This design comes from an exercise in tuning for a short achievable clock period and few clock cycles per item on the open sky130 flow, not from production work. Function was checked by simulation only, so behaviour that the tests miss may differ from the original. No activity file was given, so power comes from the tool's default toggle rates.

==> run a: inputs <==
==> flow/design.v <==
package core_v4_pkg;
  typedef enum logic [3:0] {
    ALU_ADD  = 4'b0000,
    ALU_SLL  = 4'b0001,
    ALU_SLT  = 4'b0010,
    ALU_SLTU = 4'b0011,
    ALU_XOR  = 4'b0100,
    ALU_SRL  = 4'b0101,
    ALU_OR   = 4'b0110,
    ALU_AND  = 4'b0111,
    ALU_SUB  = 4'b1000,
    ALU_SRA  = 4'b1101
  } alu_op_t;
  typedef logic [2:0] fsm_state_t;
  localparam fsm_state_t S_IDLE   = 3'd0;
  localparam fsm_state_t S_FETCH  = 3'd1;
  localparam fsm_state_t S_DECODE = 3'd2;
  localparam fsm_state_t S_EXEC   = 3'd3;
  localparam fsm_state_t S_WB     = 3'd4;
  localparam fsm_state_t S_HALT   = 3'd5;
  localparam logic [6:0] OPC_OP    = 7'h33;
  localparam logic [6:0] OPC_OPIMM = 7'h13;
  localparam logic [6:0] F7_BASE   = 7'h00;
  localparam logic [6:0] F7_ALT    = 7'h20;
  localparam logic [2:0] F3_ADD    = 3'b000;
  localparam logic [2:0] F3_SLL    = 3'b001;
  localparam logic [2:0] F3_SR     = 3'b101;
  localparam int ALU_SEL_ADD  = 0;
  localparam int ALU_SEL_SUB  = 1;
  localparam int ALU_SEL_SLL  = 2;
  localparam int ALU_SEL_SLT  = 3;
  localparam int ALU_SEL_SLTU = 4;
  localparam int ALU_SEL_XOR  = 5;
  localparam int ALU_SEL_SR   = 6;
  localparam int ALU_SEL_OR   = 7;
  localparam int ALU_SEL_AND  = 8;
  localparam logic [31:0] ECALL_WORD = 32'h0000_0073;
endpackage
import core_v4_pkg::*;
module ks_add_v4
#(
  parameter int W   = 32,
  parameter bit CIN = 1'b0
) (
  input  logic [W-1:0] a_i,
  input  logic [W-1:0] b_i,
  output logic [W-1:0] s_o,
  output logic         c_o
);
  localparam int L = $clog2(W);
  logic [W-1:0] p0;
  logic [W-1:0] g [L+1];
  logic [W-1:0] p [L+1];
  assign p0   = a_i ^ b_i;
  assign p[0] = p0;
  always_comb begin
    g[0] = a_i & b_i;
    if (CIN) g[0][0] = a_i[0] | b_i[0];
  end
  for (genvar l = 0; l < L; l++) begin : g_lvl
    localparam int D = 1 << l;
    for (genvar i = 0; i < W; i++) begin : g_bit
      if (i >= D) begin : g_op
        assign g[l+1][i] = g[l][i] | (p[l][i] & g[l][i-D]);
        assign p[l+1][i] = p[l][i] & p[l][i-D];
      end else begin : g_pass
        assign g[l+1][i] = g[l][i];
        assign p[l+1][i] = p[l][i];
      end
    end
  end
  assign s_o = p0 ^ {g[L][W-2:0], CIN};
  assign c_o = g[L][W-1];
endmodule
module alu_v4
#(
  parameter int XLEN = 32
) (
  input  logic [XLEN-1:0] a_i,
  input  logic [XLEN-1:0] b_i,
  input  logic [8:0]      sel_i,    
  input  logic            sra_i,    
  output logic [XLEN-1:0] y_o
);
  localparam int SW = $clog2(XLEN);
  logic [SW-1:0]   sh;
  logic [XLEN-1:0] sum, dif, sll, srl;
  logic            sum_c, dif_c;
  logic            lt_s;
  logic            lt_u;
  ks_add_v4 #(.W(XLEN), .CIN(1'b0)) u_add (
    .a_i (a_i), .b_i (b_i), .s_o (sum), .c_o (sum_c)
  );
  ks_add_v4 #(.W(XLEN), .CIN(1'b1)) u_sub (
    .a_i (a_i), .b_i (~b_i), .s_o (dif), .c_o (dif_c)
  );
  assign sh   = b_i[SW-1:0];
  assign lt_u = !dif_c;
  assign lt_s = (a_i[XLEN-1] ^ b_i[XLEN-1]) ? a_i[XLEN-1] : dif[XLEN-1];
  assign sll  = a_i << sh;
  assign srl  = $unsigned($signed({sra_i & a_i[XLEN-1], a_i}) >>> sh);
  assign y_o = ({XLEN{sel_i[ALU_SEL_ADD]}}  & sum)
             | ({XLEN{sel_i[ALU_SEL_SUB]}}  & dif)
             | ({XLEN{sel_i[ALU_SEL_SLL]}}  & sll)
             | ({XLEN{sel_i[ALU_SEL_SLT]}}  & {{(XLEN-1){1'b0}}, lt_s})
             | ({XLEN{sel_i[ALU_SEL_SLTU]}} & {{(XLEN-1){1'b0}}, lt_u})
             | ({XLEN{sel_i[ALU_SEL_XOR]}}  & (a_i ^ b_i))
             | ({XLEN{sel_i[ALU_SEL_SR]}}   & srl)
             | ({XLEN{sel_i[ALU_SEL_OR]}}   & (a_i | b_i))
             | ({XLEN{sel_i[ALU_SEL_AND]}}  & (a_i & b_i));
endmodule
import core_v4_pkg::*;
module core_seq_v4
#(
  parameter int XLEN       = 32,
  parameter int IMEM_DEPTH = 64,
  parameter int CNT_W      = 32
) (
  input  logic                          clk,
  input  logic                          reset_n,
  input  logic                          store_en,
  input  logic [$clog2(IMEM_DEPTH)-1:0] store_address,
  input  logic [31:0]                   store_data,
  input  logic                          start,
  output logic                          busy,
  output logic                          halted,
  output logic                          illegal,
  output logic [3:0]                    opcode,
  output logic [XLEN-1:0]               alu_data_out,
  output logic                          wb_valid,
  output logic [4:0]                    wb_rd,
  output logic [CNT_W-1:0]              retired_cnt,
  input  logic [4:0]                    dbg_rd_addr,
  output logic [XLEN-1:0]               dbg_rd_data
);
  localparam int AW = $clog2(IMEM_DEPTH);
  logic [26:0]     imem [IMEM_DEPTH];    
  logic [XLEN-1:0] regs_q [32];
  logic [XLEN-1:0] dregs_q [32];
  logic [XLEN-1:0] dres_q;
  logic [31:1]     dwe_q;
  logic [31:0]     dval_q;
  logic            busy_q, busy_d;
  logic            halted_q, halted_d;
  logic            ill_q, ill_d;
  logic [AW:0]     cnt_q, cnt_d;
  logic            wbv_q, wbv_d;
  logic            irok_q, irok_d;    
  logic [AW:0]     pc_q, pc_d;        
  logic [26:0]     rw_q, rw_d;
  logic            rend_q, rend_d;    
  logic            xend_q, xend_d;    
  logic            xlegal_q;
  logic            xecall_q;
  logic [4:0]      xrd_q;
  logic [3:0]      xop_q;
  logic [8:0]      xsel_q;
  logic            xsra_q;
  logic [XLEN-1:0] op1_q, op2_q;
  logic [XLEN-1:0] res_q;
  logic [4:0]      rd_q;
  logic [3:0]      op_q;
  localparam int PW = 27;
  logic [6:0]      s_op;
  logic [2:0]      s_f3;
  logic [6:0]      s_f7;
  logic            s_is_op;
  logic            s_op_legal;
  logic            s_imm_legal;
  logic            s_legal;
  logic [PW-1:0]   s_pw;
  assign s_op    = store_data[6:0];
  assign s_f3    = store_data[14:12];
  assign s_f7    = store_data[31:25];
  assign s_is_op = s_op == OPC_OP;
  assign s_op_legal = s_is_op &&
    ((s_f7 == F7_BASE) ||
     ((s_f7 == F7_ALT) && ((s_f3 == F3_ADD) || (s_f3 == F3_SR))));
  assign s_imm_legal = (s_op == OPC_OPIMM) &&
    ((s_f3 == F3_SLL) ? (s_f7 == 7'h00) :
     (s_f3 == F3_SR)  ? ((s_f7 == 7'h00) || (s_f7 == 7'h20)) :
     1'b1);
  assign s_legal = s_op_legal || s_imm_legal;
  assign s_pw    = {s_legal, s_legal ? s_is_op : (store_data == ECALL_WORD),
                    store_data[31:7]};
  logic [PW-1:0]   sw;                
  logic [2:0]      f3;
  logic            is_op;
  logic [4:0]      rs1, rs2;
  logic            alt;
  logic [8:0]      sel;
  logic [XLEN-1:0] rs1_val, rs2_val;
  assign f3    = sw[14-7:12-7];
  assign rs1   = sw[19-7:15-7];
  assign rs2   = sw[24-7:20-7];
  assign is_op = sw[25];
  assign alt   = (is_op || (f3 == F3_SR)) & sw[30-7];
  always_comb begin
    sel = '0;
    case (f3)
      3'd0: sel[alt ? ALU_SEL_SUB : ALU_SEL_ADD] = 1'b1;
      3'd1: sel[ALU_SEL_SLL]  = 1'b1;
      3'd2: sel[ALU_SEL_SLT]  = 1'b1;
      3'd3: sel[ALU_SEL_SLTU] = 1'b1;
      3'd4: sel[ALU_SEL_XOR]  = 1'b1;
      3'd5: sel[ALU_SEL_SR]   = 1'b1;
      3'd6: sel[ALU_SEL_OR]   = 1'b1;
      default: sel[ALU_SEL_AND] = 1'b1;
    endcase
  end
  assign rs1_val = (rs1 == 5'd0) ? '0 :
                   (wbv_q && (rd_q == rs1)) ? res_q : regs_q[rs1];
  assign rs2_val = (rs2 == 5'd0) ? '0 :
                   (wbv_q && (rd_q == rs2)) ? res_q : regs_q[rs2];
  logic [XLEN-1:0] alu_y;
  logic            f1, f2;
  logic            xstop, exec;
  alu_v4 #(.XLEN(XLEN)) u_alu (
    .a_i  (op1_q),
    .b_i  (op2_q),
    .sel_i(xsel_q),
    .sra_i(xsra_q),
    .y_o  (alu_y)
  );
  assign xstop = xend_q || !xlegal_q;
  assign f1    = exec && (xrd_q != 5'd0) && (rs1 == xrd_q);
  assign f2    = exec && (xrd_q != 5'd0) && (rs2 == xrd_q) && is_op;
  logic st0, st1, st2, go;
  logic [PW-1:0] w0, w1, w2;
  assign st0 = store_en && (store_address == AW'(0));
  assign st1 = store_en && (store_address == AW'(1));
  assign st2 = store_en && (store_address == AW'(2));
  assign w0  = (st0 && !busy_q) ? s_pw : imem[0];
  assign w1  = (st1 && !busy_q) ? s_pw : imem[1];
  assign w2  = (st2 && !busy_q) ? s_pw : imem[2];
  assign go  = !busy_q && start && irok_q && !st0;
  always_comb begin
    busy_d   = busy_q;
    halted_d = halted_q;
    ill_d    = ill_q;
    cnt_d    = cnt_q;
    wbv_d    = 1'b0;
    irok_d   = irok_q;
    pc_d     = pc_q;
    rw_d     = rw_q;
    rend_d   = rend_q;
    xend_d   = 1'b0;
    sw       = w0;
    exec     = 1'b0;
    if (busy_q) begin
      if (xstop) begin
        busy_d   = 1'b0;
        halted_d = 1'b1;
        ill_d    = xend_q ? ill_q : !xecall_q;
        irok_d   = 1'b1;
      end else begin
        exec   = 1'b1;
        wbv_d  = 1'b1;
        cnt_d  = cnt_q + 1'b1;
        sw     = rw_q;
        xend_d = rend_q;
        rw_d   = imem[pc_q[AW-1:0]];
        rend_d = pc_q[AW];
        pc_d   = pc_q + 1'b1;
      end
    end else begin
      irok_d = 1'b1;
      if (start) begin
        busy_d   = 1'b1;
        halted_d = 1'b0;
        ill_d    = 1'b0;
        cnt_d    = '0;
        rend_d   = 1'b0;
        if (go) begin
          if (xlegal_q) begin
            exec  = 1'b1;
            wbv_d = 1'b1;
            cnt_d = (AW+1)'(1);
            sw    = w1;
            rw_d  = w2;
            pc_d  = (AW+1)'(3);
          end else begin
            ill_d  = !xecall_q;
            xend_d = 1'b1;
          end
        end else begin
          rw_d = w1;
          pc_d = (AW+1)'(2);
        end
      end
    end
  end
  always_ff @(posedge clk or negedge reset_n) begin
    if (!reset_n) begin
      busy_q   <= 1'b0;
      halted_q <= 1'b0;
      ill_q    <= 1'b0;
      cnt_q    <= '0;
      wbv_q    <= 1'b0;
      irok_q   <= 1'b0;
      pc_q     <= '0;
      rend_q   <= 1'b0;
      xend_q   <= 1'b0;
    end else begin
      busy_q   <= busy_d;
      halted_q <= halted_d;
      ill_q    <= ill_d;
      cnt_q    <= cnt_d;
      wbv_q    <= wbv_d;
      irok_q   <= irok_d;
      pc_q     <= pc_d;
      rend_q   <= rend_d;
      xend_q   <= xend_d;
    end
  end
  always_ff @(posedge clk) begin
    rw_q     <= rw_d;
    xlegal_q <= sw[26];
    xecall_q <= sw[25];
    xrd_q    <= sw[11-7:7-7];
    xop_q    <= {alt, f3};
    xsel_q   <= sel;
    xsra_q   <= alt;
    op1_q    <= f1 ? alu_y : rs1_val;
    op2_q    <= f2 ? alu_y :
                is_op ? rs2_val : {{(XLEN-12){sw[31-7]}}, sw[31-7:20-7]};
    res_q    <= exec ? alu_y : '0;
    rd_q     <= xrd_q;
    op_q     <= xop_q;
  end
  always_ff @(posedge clk or negedge reset_n) begin
    if (!reset_n) begin
      for (int i = 0; i < 32; i++) regs_q[i] <= '0;
    end else if (wbv_q && (rd_q != 5'd0)) begin
      regs_q[rd_q] <= res_q;
    end
  end
  always_ff @(posedge clk) begin
    dres_q <= alu_y;
  end
  always_ff @(posedge clk or negedge reset_n) begin
    if (!reset_n) begin
      dwe_q <= '0;
    end else begin
      for (int i = 1; i < 32; i++) dwe_q[i] <= exec && (xrd_q == 5'(i));
    end
  end
  always_ff @(posedge clk or negedge reset_n) begin
    if (!reset_n) begin
      dval_q <= '0;
    end else begin
      for (int i = 1; i < 32; i++) if (dwe_q[i]) dval_q[i] <= 1'b1;
    end
  end
  always_ff @(posedge clk) begin
    for (int i = 1; i < 32; i++) if (dwe_q[i]) dregs_q[i] <= dres_q;
  end
  always_ff @(posedge clk) begin
    if (store_en && !busy_q) imem[store_address] <= s_pw;
  end
  assign busy         = busy_q;
  assign halted       = halted_q;
  assign illegal      = ill_q;
  assign opcode       = op_q;
  assign alu_data_out = res_q;
  assign wb_valid     = wbv_q;
  assign wb_rd        = rd_q;
  assign retired_cnt  = CNT_W'(cnt_q);
  assign dbg_rd_data  = dval_q[dbg_rd_addr] ? dregs_q[dbg_rd_addr] : '0;
endmodule
==> flow/run.sh <==
#!/bin/bash
# synth_recipe.tcl (not shown) runs the flow's synth.tcl, then flattens the netlist and writes it again
# the make line also repeats each setting of config.mk as NAME=value (left out here)
make -C /OpenROAD-flow-scripts/flow DESIGN_CONFIG=/design/flow/config.mk WORK_HOME=/design/flow/orfs CLKGATE_MAP_FILE= SYNTH_SCRIPT=/design/flow/synth_recipe.tcl finish
==> flow/config.mk <==
export PLATFORM = sky130hd
export DESIGN_NAME = core_seq_v4
export DESIGN_NICKNAME = core_seq_v4
export VERILOG_FILES = /design/flow/design.v
export SDC_FILE = /design/flow/constraint.sdc
export NUM_CORES = 4
export LEC_CHECK = 0
export CAP_MARGIN = 35
export CORE_MARGIN = 2
export CORE_UTILIZATION = 45
export PLACE_DENSITY = 0.6
export SETUP_SLACK_MARGIN = 2.5
export SLEW_MARGIN = 35
export TNS_END_PERCENT = 100
==> flow/constraint.sdc <==
create_clock -name core_clock -period 7.0 [get_ports {clk}]
set_input_delay 1.4000 -clock core_clock [delete_from_list [all_inputs] [get_ports {clk}]]
set_output_delay 1.4000 -clock core_clock [all_outputs]
set_load 0.01 [all_outputs]
==> run b (differences from run a) <==
--- a/flow/design.v
+++ b/flow/design.v
@@ -137,8 +137,5 @@
   logic [26:0]     imem [IMEM_DEPTH];    
   logic [XLEN-1:0] regs_q [32];
-  logic [XLEN-1:0] dregs_q [32];
-  logic [XLEN-1:0] dres_q;
-  logic [31:1]     dwe_q;
-  logic [31:0]     dval_q;
+  logic [XLEN-1:0] dregs_n_q [32];
   logic            busy_q, busy_d;
   logic            halted_q, halted_d;
@@ -158,5 +155,7 @@
   logic            xsra_q;
   logic [XLEN-1:0] op1_q, op2_q;
+  logic            f1_q, f2_q;
   logic [XLEN-1:0] res_q;
+  logic [XLEN-1:0] resf_q;            
   logic [4:0]      rd_q;
   logic [3:0]      op_q;
@@ -213,10 +212,11 @@
   assign rs2_val = (rs2 == 5'd0) ? '0 :
                    (wbv_q && (rd_q == rs2)) ? res_q : regs_q[rs2];
-  logic [XLEN-1:0] alu_y;
-  logic            f1, f2;
+  logic [XLEN-1:0] opa, opb, alu_y;
   logic            xstop, exec;
+  assign opa = f1_q ? resf_q : op1_q;
+  assign opb = f2_q ? resf_q : op2_q;
   alu_v4 #(.XLEN(XLEN)) u_alu (
-    .a_i  (op1_q),
-    .b_i  (op2_q),
+    .a_i  (opa),
+    .b_i  (opb),
     .sel_i(xsel_q),
     .sra_i(xsra_q),
@@ -224,6 +224,4 @@
   );
   assign xstop = xend_q || !xlegal_q;
-  assign f1    = exec && (xrd_q != 5'd0) && (rs1 == xrd_q);
-  assign f2    = exec && (xrd_q != 5'd0) && (rs2 == xrd_q) && is_op;
   logic st0, st1, st2, go;
   logic [PW-1:0] w0, w1, w2;
@@ -322,7 +320,9 @@
     xsel_q   <= sel;
     xsra_q   <= alt;
-    op1_q    <= f1 ? alu_y : rs1_val;
-    op2_q    <= f2 ? alu_y :
-                is_op ? rs2_val : {{(XLEN-12){sw[31-7]}}, sw[31-7:20-7]};
+    op1_q    <= rs1_val;
+    op2_q    <= is_op ? rs2_val : {{(XLEN-12){sw[31-7]}}, sw[31-7:20-7]};
+    f1_q     <= exec && (xrd_q != 5'd0) && (rs1 == xrd_q);
+    f2_q     <= exec && (xrd_q != 5'd0) && (rs2 == xrd_q) && is_op;
+    resf_q   <= alu_y;
     res_q    <= exec ? alu_y : '0;
     rd_q     <= xrd_q;
@@ -336,25 +336,12 @@
     end
   end
-  always_ff @(posedge clk) begin
-    dres_q <= alu_y;
-  end
   always_ff @(posedge clk or negedge reset_n) begin
     if (!reset_n) begin
-      dwe_q <= '0;
-    end else begin
-      for (int i = 1; i < 32; i++) dwe_q[i] <= exec && (xrd_q == 5'(i));
-    end
-  end
-  always_ff @(posedge clk or negedge reset_n) begin
-    if (!reset_n) begin
-      dval_q <= '0;
-    end else begin
-      for (int i = 1; i < 32; i++) if (dwe_q[i]) dval_q[i] <= 1'b1;
+      for (int i = 0; i < 32; i++) dregs_n_q[i] <= '1;
+    end else if (wbv_q && (rd_q != 5'd0)) begin
+      dregs_n_q[rd_q] <= ~res_q;
     end
   end
   always_ff @(posedge clk) begin
-    for (int i = 1; i < 32; i++) if (dwe_q[i]) dregs_q[i] <= dres_q;
-  end
-  always_ff @(posedge clk) begin
     if (store_en && !busy_q) imem[store_address] <= s_pw;
   end
@@ -367,4 +354,4 @@
   assign wb_rd        = rd_q;
   assign retired_cnt  = CNT_W'(cnt_q);
-  assign dbg_rd_data  = dval_q[dbg_rd_addr] ? dregs_q[dbg_rd_addr] : '0;
+  assign dbg_rd_data  = (dbg_rd_addr == 5'd0) ? '0 : ~dregs_n_q[dbg_rd_addr];
 endmodule
--- a/flow/config.mk
+++ b/flow/config.mk
@@ -6,9 +6,9 @@
 export NUM_CORES = 4
 export LEC_CHECK = 0
-export CAP_MARGIN = 35
+export CAP_MARGIN = 20
 export CORE_MARGIN = 2
 export CORE_UTILIZATION = 45
 export PLACE_DENSITY = 0.6
 export SETUP_SLACK_MARGIN = 2.5
-export SLEW_MARGIN = 35
+export SLEW_MARGIN = 20
 export TNS_END_PERCENT = 100
==> run c (differences from run a) <==
--- a/flow/design.v
+++ b/flow/design.v
@@ -137,8 +137,5 @@
   logic [26:0]     imem [IMEM_DEPTH];    
   logic [XLEN-1:0] regs_q [32];
-  logic [XLEN-1:0] dregs_q [32];
-  logic [XLEN-1:0] dres_q;
-  logic [31:1]     dwe_q;
-  logic [31:0]     dval_q;
+  logic [XLEN-1:0] dregs_n_q [32];
   logic            busy_q, busy_d;
   logic            halted_q, halted_d;
@@ -336,25 +333,12 @@
     end
   end
-  always_ff @(posedge clk) begin
-    dres_q <= alu_y;
-  end
   always_ff @(posedge clk or negedge reset_n) begin
     if (!reset_n) begin
-      dwe_q <= '0;
-    end else begin
-      for (int i = 1; i < 32; i++) dwe_q[i] <= exec && (xrd_q == 5'(i));
-    end
-  end
-  always_ff @(posedge clk or negedge reset_n) begin
-    if (!reset_n) begin
-      dval_q <= '0;
-    end else begin
-      for (int i = 1; i < 32; i++) if (dwe_q[i]) dval_q[i] <= 1'b1;
+      for (int i = 0; i < 32; i++) dregs_n_q[i] <= '1;
+    end else if (wbv_q && (rd_q != 5'd0)) begin
+      dregs_n_q[rd_q] <= ~res_q;
     end
   end
   always_ff @(posedge clk) begin
-    for (int i = 1; i < 32; i++) if (dwe_q[i]) dregs_q[i] <= dres_q;
-  end
-  always_ff @(posedge clk) begin
     if (store_en && !busy_q) imem[store_address] <= s_pw;
   end
@@ -367,4 +351,4 @@
   assign wb_rd        = rd_q;
   assign retired_cnt  = CNT_W'(cnt_q);
-  assign dbg_rd_data  = dval_q[dbg_rd_addr] ? dregs_q[dbg_rd_addr] : '0;
+  assign dbg_rd_data  = (dbg_rd_addr == 5'd0) ? '0 : ~dregs_n_q[dbg_rd_addr];
 endmodule
--- a/flow/config.mk
+++ b/flow/config.mk
@@ -6,9 +6,9 @@
 export NUM_CORES = 4
 export LEC_CHECK = 0
-export CAP_MARGIN = 35
+export CAP_MARGIN = 30
 export CORE_MARGIN = 2
 export CORE_UTILIZATION = 45
 export PLACE_DENSITY = 0.6
 export SETUP_SLACK_MARGIN = 2.5
-export SLEW_MARGIN = 35
+export SLEW_MARGIN = 30
 export TNS_END_PERCENT = 100
==> run d (differences from run a) <==
--- a/flow/design.v
+++ b/flow/design.v
@@ -81,5 +81,7 @@
   input  logic [8:0]      sel_i,    
   input  logic            sra_i,    
-  output logic [XLEN-1:0] y_o
+  output logic [XLEN-1:0] sum_o,
+  output logic [XLEN-1:0] dif_o,
+  output logic [XLEN-1:0] y_oth_o
 );
   localparam int SW = $clog2(XLEN);
@@ -100,7 +102,7 @@
   assign sll  = a_i << sh;
   assign srl  = $unsigned($signed({sra_i & a_i[XLEN-1], a_i}) >>> sh);
-  assign y_o = ({XLEN{sel_i[ALU_SEL_ADD]}}  & sum)
-             | ({XLEN{sel_i[ALU_SEL_SUB]}}  & dif)
-             | ({XLEN{sel_i[ALU_SEL_SLL]}}  & sll)
+  assign sum_o = sum;
+  assign dif_o = dif;
+  assign y_oth_o = ({XLEN{sel_i[ALU_SEL_SLL]}}  & sll)
              | ({XLEN{sel_i[ALU_SEL_SLT]}}  & {{(XLEN-1){1'b0}}, lt_s})
              | ({XLEN{sel_i[ALU_SEL_SLTU]}} & {{(XLEN-1){1'b0}}, lt_u})
@@ -140,5 +142,6 @@
   logic [XLEN-1:0] dres_q;
   logic [31:1]     dwe_q;
-  logic [31:0]     dval_q;
+  logic [XLEN-1:0] dl1 [8];           
+  logic [XLEN-1:0] dl2 [2];           
   logic            busy_q, busy_d;
   logic            halted_q, halted_d;
@@ -214,4 +217,7 @@
                    (wbv_q && (rd_q == rs2)) ? res_q : regs_q[rs2];
   logic [XLEN-1:0] alu_y;
+  logic [XLEN-1:0] alu_sum, alu_dif, alu_oth;
+  logic [XLEN-1:0] src2;              
+  logic [XLEN-1:0] op1_d, op2_d, res_d;
   logic            f1, f2;
   logic            xstop, exec;
@@ -221,6 +227,11 @@
     .sel_i(xsel_q),
     .sra_i(xsra_q),
-    .y_o  (alu_y)
+    .sum_o   (alu_sum),
+    .dif_o   (alu_dif),
+    .y_oth_o (alu_oth)
   );
+  assign alu_y = ({XLEN{xsel_q[ALU_SEL_ADD]}} & alu_sum)
+               | ({XLEN{xsel_q[ALU_SEL_SUB]}} & alu_dif)
+               | alu_oth;
   assign xstop = xend_q || !xlegal_q;
   assign f1    = exec && (xrd_q != 5'd0) && (rs1 == xrd_q);
@@ -291,4 +302,14 @@
     end
   end
+  assign src2  = is_op ? rs2_val : {{(XLEN-12){sw[31-7]}}, sw[31-7:20-7]};
+  assign op1_d = ({XLEN{f1 && xsel_q[ALU_SEL_ADD]}} & alu_sum)
+               | ({XLEN{f1 && xsel_q[ALU_SEL_SUB]}} & alu_dif)
+               | (f1 ? alu_oth : rs1_val);
+  assign op2_d = ({XLEN{f2 && xsel_q[ALU_SEL_ADD]}} & alu_sum)
+               | ({XLEN{f2 && xsel_q[ALU_SEL_SUB]}} & alu_dif)
+               | (f2 ? alu_oth : src2);
+  assign res_d = ({XLEN{exec && xsel_q[ALU_SEL_ADD]}} & alu_sum)
+               | ({XLEN{exec && xsel_q[ALU_SEL_SUB]}} & alu_dif)
+               | (exec ? alu_oth : '0);
   always_ff @(posedge clk or negedge reset_n) begin
     if (!reset_n) begin
@@ -322,8 +343,7 @@
     xsel_q   <= sel;
     xsra_q   <= alt;
-    op1_q    <= f1 ? alu_y : rs1_val;
-    op2_q    <= f2 ? alu_y :
-                is_op ? rs2_val : {{(XLEN-12){sw[31-7]}}, sw[31-7:20-7]};
-    res_q    <= exec ? alu_y : '0;
+    op1_q    <= op1_d;
+    op2_q    <= op2_d;
+    res_q    <= res_d;
     rd_q     <= xrd_q;
     op_q     <= xop_q;
@@ -348,13 +368,10 @@
   always_ff @(posedge clk or negedge reset_n) begin
     if (!reset_n) begin
-      dval_q <= '0;
+      for (int i = 0; i < 32; i++) dregs_q[i] <= '0;
     end else begin
-      for (int i = 1; i < 32; i++) if (dwe_q[i]) dval_q[i] <= 1'b1;
+      for (int i = 1; i < 32; i++) if (dwe_q[i]) dregs_q[i] <= dres_q;
     end
   end
   always_ff @(posedge clk) begin
-    for (int i = 1; i < 32; i++) if (dwe_q[i]) dregs_q[i] <= dres_q;
-  end
-  always_ff @(posedge clk) begin
     if (store_en && !busy_q) imem[store_address] <= s_pw;
   end
@@ -367,4 +384,9 @@
   assign wb_rd        = rd_q;
   assign retired_cnt  = CNT_W'(cnt_q);
-  assign dbg_rd_data  = dval_q[dbg_rd_addr] ? dregs_q[dbg_rd_addr] : '0;
+  always_comb begin
+    for (int i = 0; i < 8; i++) dl1[i] = dregs_q[4*i + int'(dbg_rd_addr[1:0])];
+    if (dbg_rd_addr[1:0] == 2'd0) dl1[0] = '0;
+    for (int i = 0; i < 2; i++) dl2[i] = dl1[4*i + int'(dbg_rd_addr[3:2])];
+  end
+  assign dbg_rd_data  = dl2[dbg_rd_addr[4]];
 endmodule
--- a/flow/config.mk
+++ b/flow/config.mk
@@ -8,7 +8,7 @@
 export CAP_MARGIN = 35
 export CORE_MARGIN = 2
-export CORE_UTILIZATION = 45
-export PLACE_DENSITY = 0.6
-export SETUP_SLACK_MARGIN = 2.5
+export CORE_UTILIZATION = 52
+export PLACE_DENSITY = 0.68
+export SETUP_SLACK_MARGIN = 3.0
 export SLEW_MARGIN = 35
 export TNS_END_PERCENT = 100
==> notes <==
- Run c completed with no timing, DRC or antenna violations. Run b reached the layout checks and failed them: max-slew violations. Run d produced a clean layout. Run a passed the timing, DRC and antenna checks.
- The lowest utilization belongs to run b, the highest to run d.
- Cell area, highest first: run d, run c, run b, run a.
- In run d the combinational power is higher than in run a, by 25%.
- The lowest sequential share of layout area belongs to run d, the highest to run a.
Testbench counts of run a, summed over its fixed seeds: cycles 23,498, instructions 22,285.
Testbench counts of run b, summed over its fixed seeds: cycles 23,498, instructions 22,285.
Testbench counts of run c, summed over its fixed seeds: cycles 23,498, instructions 22,285.
Testbench counts of run d, summed over its fixed seeds: cycles 23,498, instructions 22,285.

-- what the ideal ports hide --
The flow's constraints put no driver on any port. The routed layouts listed below were extracted and timed again, unchanged, in two steps.
Step 1, drivers: a clkbuf_16 drives clk and a buf_2 each remaining input, both assumed.
Step 2, shift: input delay + t, output delay - t, t = (earliest + latest rising clock arrival at the registers) / 2. This alone moves slack from input paths to output paths.
Three values: ideal ports, drivers, drivers and shift; two values: the first two.
| run | shift t [ns] | setup WS [ns] | latest minus earliest clock arrival (ns) | pins driven straight from the clock port |
|---|---|---|---|---|
| run a | 1.115 | 1.873 / 1.840 / 1.371 | 0.079 / 0.079 | 1 |
| run b | 1.142 | 2.199 / 2.130 / 1.357 | 0.088 / 0.088 | 1 |
| run c | 1.110 | 1.867 / 1.799 / 1.130 | 0.076 / 0.075 | 1 |
| run d | 1.083 | 2.051 / 1.776 / 1.433 | 0.102 / 0.102 | 1 |
For run b, which loses most, drivers alone change the setup slack by -0.069 ns; drivers and shift together by -0.842 ns.
